This is an optimization exercise on Yosys and OpenROAD, whose aim is small area, a short achievable clock period and few clock cycles per item, not a production implementation.
Only simulation tests tie the RTL to the original design; equivalence was not proved.

==> run a: inputs <==
==> flow/design.v (excerpt) <==
module ray_sphere_nearest_hit_unit #(
    parameter int MAX_SPHERES  = 8,
    parameter int IMAGE_HEIGHT = 480
) (
    input  logic                                  clk,
    input  logic                                  rst_n,
    input  logic                                  in_valid,
    output logic                                  in_stall,
    input  logic [rsnh_pkg::IN_WORD_W-1:0]        in_word_bits,
    output logic                                  out_valid,
    input  logic                                  out_stall,
    output logic [rsnh_pkg::OUT_WORD_W-1:0]       out_word_bits,
    input  logic                                  cfg_we,
    input  logic [rsnh_pkg::CFG_INDEX_W-1:0]      cfg_index,
    input  logic [rsnh_pkg::CFG_DATA_W-1:0]       cfg_data
);
Settings: LEC_CHECK=0, CAP_MARGIN=20, CORE_MARGIN=2, CORE_UTILIZATION=55, SETUP_SLACK_MARGIN=2.0, SLEW_MARGIN=20; clock period 11.0 ns.
run.sh (not shown) runs the stock make flow with config.mk's settings and CLKGATE_MAP_FILE= SYNTH_SCRIPT=/design/flow/synth_recipe.tcl, a recipe that flattens the netlist after the stock synthesis.
==> run b (differences from run a) <==
--- a/flow/design.v
+++ b/flow/design.v
@@ -61,57 +61,63 @@
 `default_nettype none
 module rsnh_test_lane (
     input  logic               clk,
     input  logic signed [15:0] eye_x,
     input  logic signed [15:0] eye_y,
     input  logic signed [15:0] eye_z,
     input  logic [62:0]        geom,
-    input  logic [35:0]        c_e3,
+    input  logic [35:0]        c_in,
     input  logic signed [15:0] e1_dx,
     input  logic signed [15:0] e1_dy,
     input  logic signed [15:0] e1_dz,
     output logic [17:0]        root,
     output logic signed [19:0] h,
     output logic               neg
 );
     localparam int NSQ = 5;
     logic signed [16:0] e1_ox, e1_oy, e1_oz;
+    logic [35:0]        e1_c;
     always_ff @(posedge clk)
     begin
         e1_ox <= {eye_x[15], eye_x} - {geom[62], geom[62:47]};
         e1_oy <= {eye_y[15], eye_y} - {geom[46], geom[46:31]};
         e1_oz <= {eye_z[15], eye_z} - {geom[30], geom[30:15]};
+        e1_c  <= c_in;
     end
     logic signed [34:0] e2_dot;
     logic signed [34:0] dot_w;
+    logic [35:0]        e2_c;
     rsnh_dot3 u_dot (
         .a0(e1_dx), .a1(e1_dy), .a2(e1_dz),
         .b0(e1_ox), .b1(e1_oy), .b2(e1_oz),
         .y (dot_w)
     );
     always_ff @(posedge clk)
     begin
         e2_dot <= dot_w;
+        e2_c   <= e1_c;
     end
     logic signed [19:0] e3_h;
+    logic [35:0]        e3_c;
     logic signed [34:0] e2_dotr;
     assign e2_dotr = e2_dot + (e2_dot[34] ? 35'sd8191 : 35'sd8192);
     always_ff @(posedge clk)
     begin
         e3_h <= e2_dotr[33:14];
+        e3_c <= e2_c;
     end
     logic signed [38:0] e4_disc;
     logic signed [19:0] e4_h;
     logic [17:0]        h_mag;
     logic [19:0]        h_neg;
     logic [38:0]        disc_w;
     assign h_neg = 20'd0 - e3_h;
     assign h_mag = e3_h[19] ? h_neg[17:0] : e3_h[17:0];
     rsnh_sqacc #(.W(18), .AW(39)) u_hsq (
-        .x(h_mag), .a(~{{3{c_e3[35]}}, c_e3}), .cin(1'b1), .y(disc_w)
+        .x(h_mag), .a(~{{3{e3_c[35]}}, e3_c}), .cin(1'b1), .y(disc_w)
     );
     always_ff @(posedge clk)
     begin
         e4_h    <= e3_h;
         e4_disc <= disc_w;
     end
     logic [NSQ-1:0]       sq_neg;
@@ -422,21 +428,24 @@
     logic [62:0] geom_rd;
     logic [23:0] rgb_rd;
     logic [2:0]  i_k;
     logic [2:0]  rgb_addr;
     logic [2:0]  cj_e;
     logic        c_we;
     logic [35:0] a_acc;
+    logic [35:0] c_rd, c_rd1;
     logic [62:0] geom_rd1;
     logic [35:0] c_mem [8];
     always_ff @(posedge clk)
     begin
         if (c_we)
             c_mem[cj_e] <= a_acc;
     end
+    assign c_rd  = c_mem[{i_k[1:0], 1'b0}];
+    assign c_rd1 = c_mem[{i_k[1:0], 1'b1}];
     rsnh_sphere_mem #(.DEPTH(8), .ADDR_W(3)) u_mem (
         .clk          (clk),
         .wr_en        (wr_en),
         .wr_addr      (s0_w[108:106]),
         .wr_geom      (s0_w[105:43]),
         .wr_rgb       (s0_w[42:19]),
         .geom_rd_addr (cj_busy ? cj_e : {i_k[1:0], 1'b0}),
@@ -804,21 +813,21 @@
     begin
         e1_dx <= i_dx;
         e1_dy <= i_dy;
         e1_dz <= i_dz;
     end
     rsnh_test_lane u_t0 (
         .clk(clk), .eye_x(eye_x), .eye_y(eye_y), .eye_z(eye_z),
-        .geom(geom_rd), .c_e3(c_mem[{tp[2][2:1], 1'b0}]),
+        .geom(geom_rd), .c_in(c_rd),
         .e1_dx(e1_dx), .e1_dy(e1_dy), .e1_dz(e1_dz),
         .root(l_root[0]), .h(l_h[0]), .neg(l_neg[0])
     );
     rsnh_test_lane u_t1 (
         .clk(clk), .eye_x(eye_x), .eye_y(eye_y), .eye_z(eye_z),
-        .geom(geom_rd1), .c_e3(c_mem[{tp[2][2:1], 1'b1}]),
+        .geom(geom_rd1), .c_in(c_rd1),
         .e1_dx(e1_dx), .e1_dy(e1_dy), .e1_dz(e1_dz),
         .root(l_root[1]), .h(l_h[1]), .neg(l_neg[1])
     );
     logic               fv, flast, fnul, fshade, fv1;
     logic [1:0]         fj;
     logic [1:0][20:0]   t_near, t_far, t_sel;
     logic [1:0]         l_hit;
- SETUP_SLACK_MARGIN: 2.0 -> 1.0
==> results.py <==
metrics = {
    "status": {
        "run_status": "no timing/DRC/antenna violations",
    },
    "finish": {
        "multi_input_area_um2": 129000,
        "nNetsFinal": 24200,
    },
    "logic_synthesis": {
        "seq_area_frac_synth_pct": 37.9,
        "synthSimpleGateAreaFrac_pct": 9.33,
        "muxShareOfSynthArea_pct": 6.52,
        "synth.distinct_cells": 107,
    },
    "die": {
        "row_count": 233,
        "coreArea_um2": 403000,
    },
    "critical_path": {
        "cp_max_fo": 9,
    },
    "route": {
        "wl_met2_um": 300000,
    },
    "placement": {
        "place_congestion": 0.978,
    },
    "sta": {
        "clock_skew_ps": 58.8,
    },
    "worst_hold_path": {
        "min_from": "u_t0.e2_c[20]$_DFF_P_",
    },
}
The numbers above come from run b.

==> results.py <==
metrics = {
    "die": {
        "row_count": 231,
        "coreArea_um2": 395000,
    },
    "status": {
        "run_status": "no timing/DRC/antenna violations",
    },
    "route": {
        "wl_met2_um": 309000,
    },
    "logic_synthesis": {
        "muxShareOfSynthArea_pct": 6.92,
        "synth.distinct_cells": 105,
        "synthSimpleGateAreaFrac_pct": 9.56,
    },
    "finish": {
        "nNetsFinal": 24300,
        "multi_input_area_um2": 131000,
    },
    "sta": {
        "clock_skew_ps": 89.5,
    },
}
The numbers above come from run a.

Testbench counts of run a, summed over its fixed seeds: cycles 16,565, pixels 4,096.
Testbench counts of run b, summed over its fixed seeds: cycles 16,565, pixels 4,096.

## re-timing with driven ports
In the flow no input, the clock included, has a driving cell. The finished layouts below were timed again as built, in two steps. Step 1, drivers: a clkbuf_16 drives clk and a buf_2 each remaining input, both assumed. Step 2, shift: input delay + t, output delay - t, t = (earliest + latest rising clock arrival at the registers) / 2. This alone moves slack from input paths to output paths. Three values: ideal, step 1, step 2; two values: the first two.
run | t, ns | setup slack, ns | worst hold slack (ns) | slew at the worst register clock pin (ns)
run a | 1.048 | 0.717 / 0.717 / 0.717 | 0.283 / 0.283 / 0.283 | 0.07 / 0.07
run b | 1.070 | 1.197 / 1.197 / 1.197 | 0.294 / 0.294 / 0.294 | 0.09 / 0.09
After both steps setup and hold are still met in every run listed.
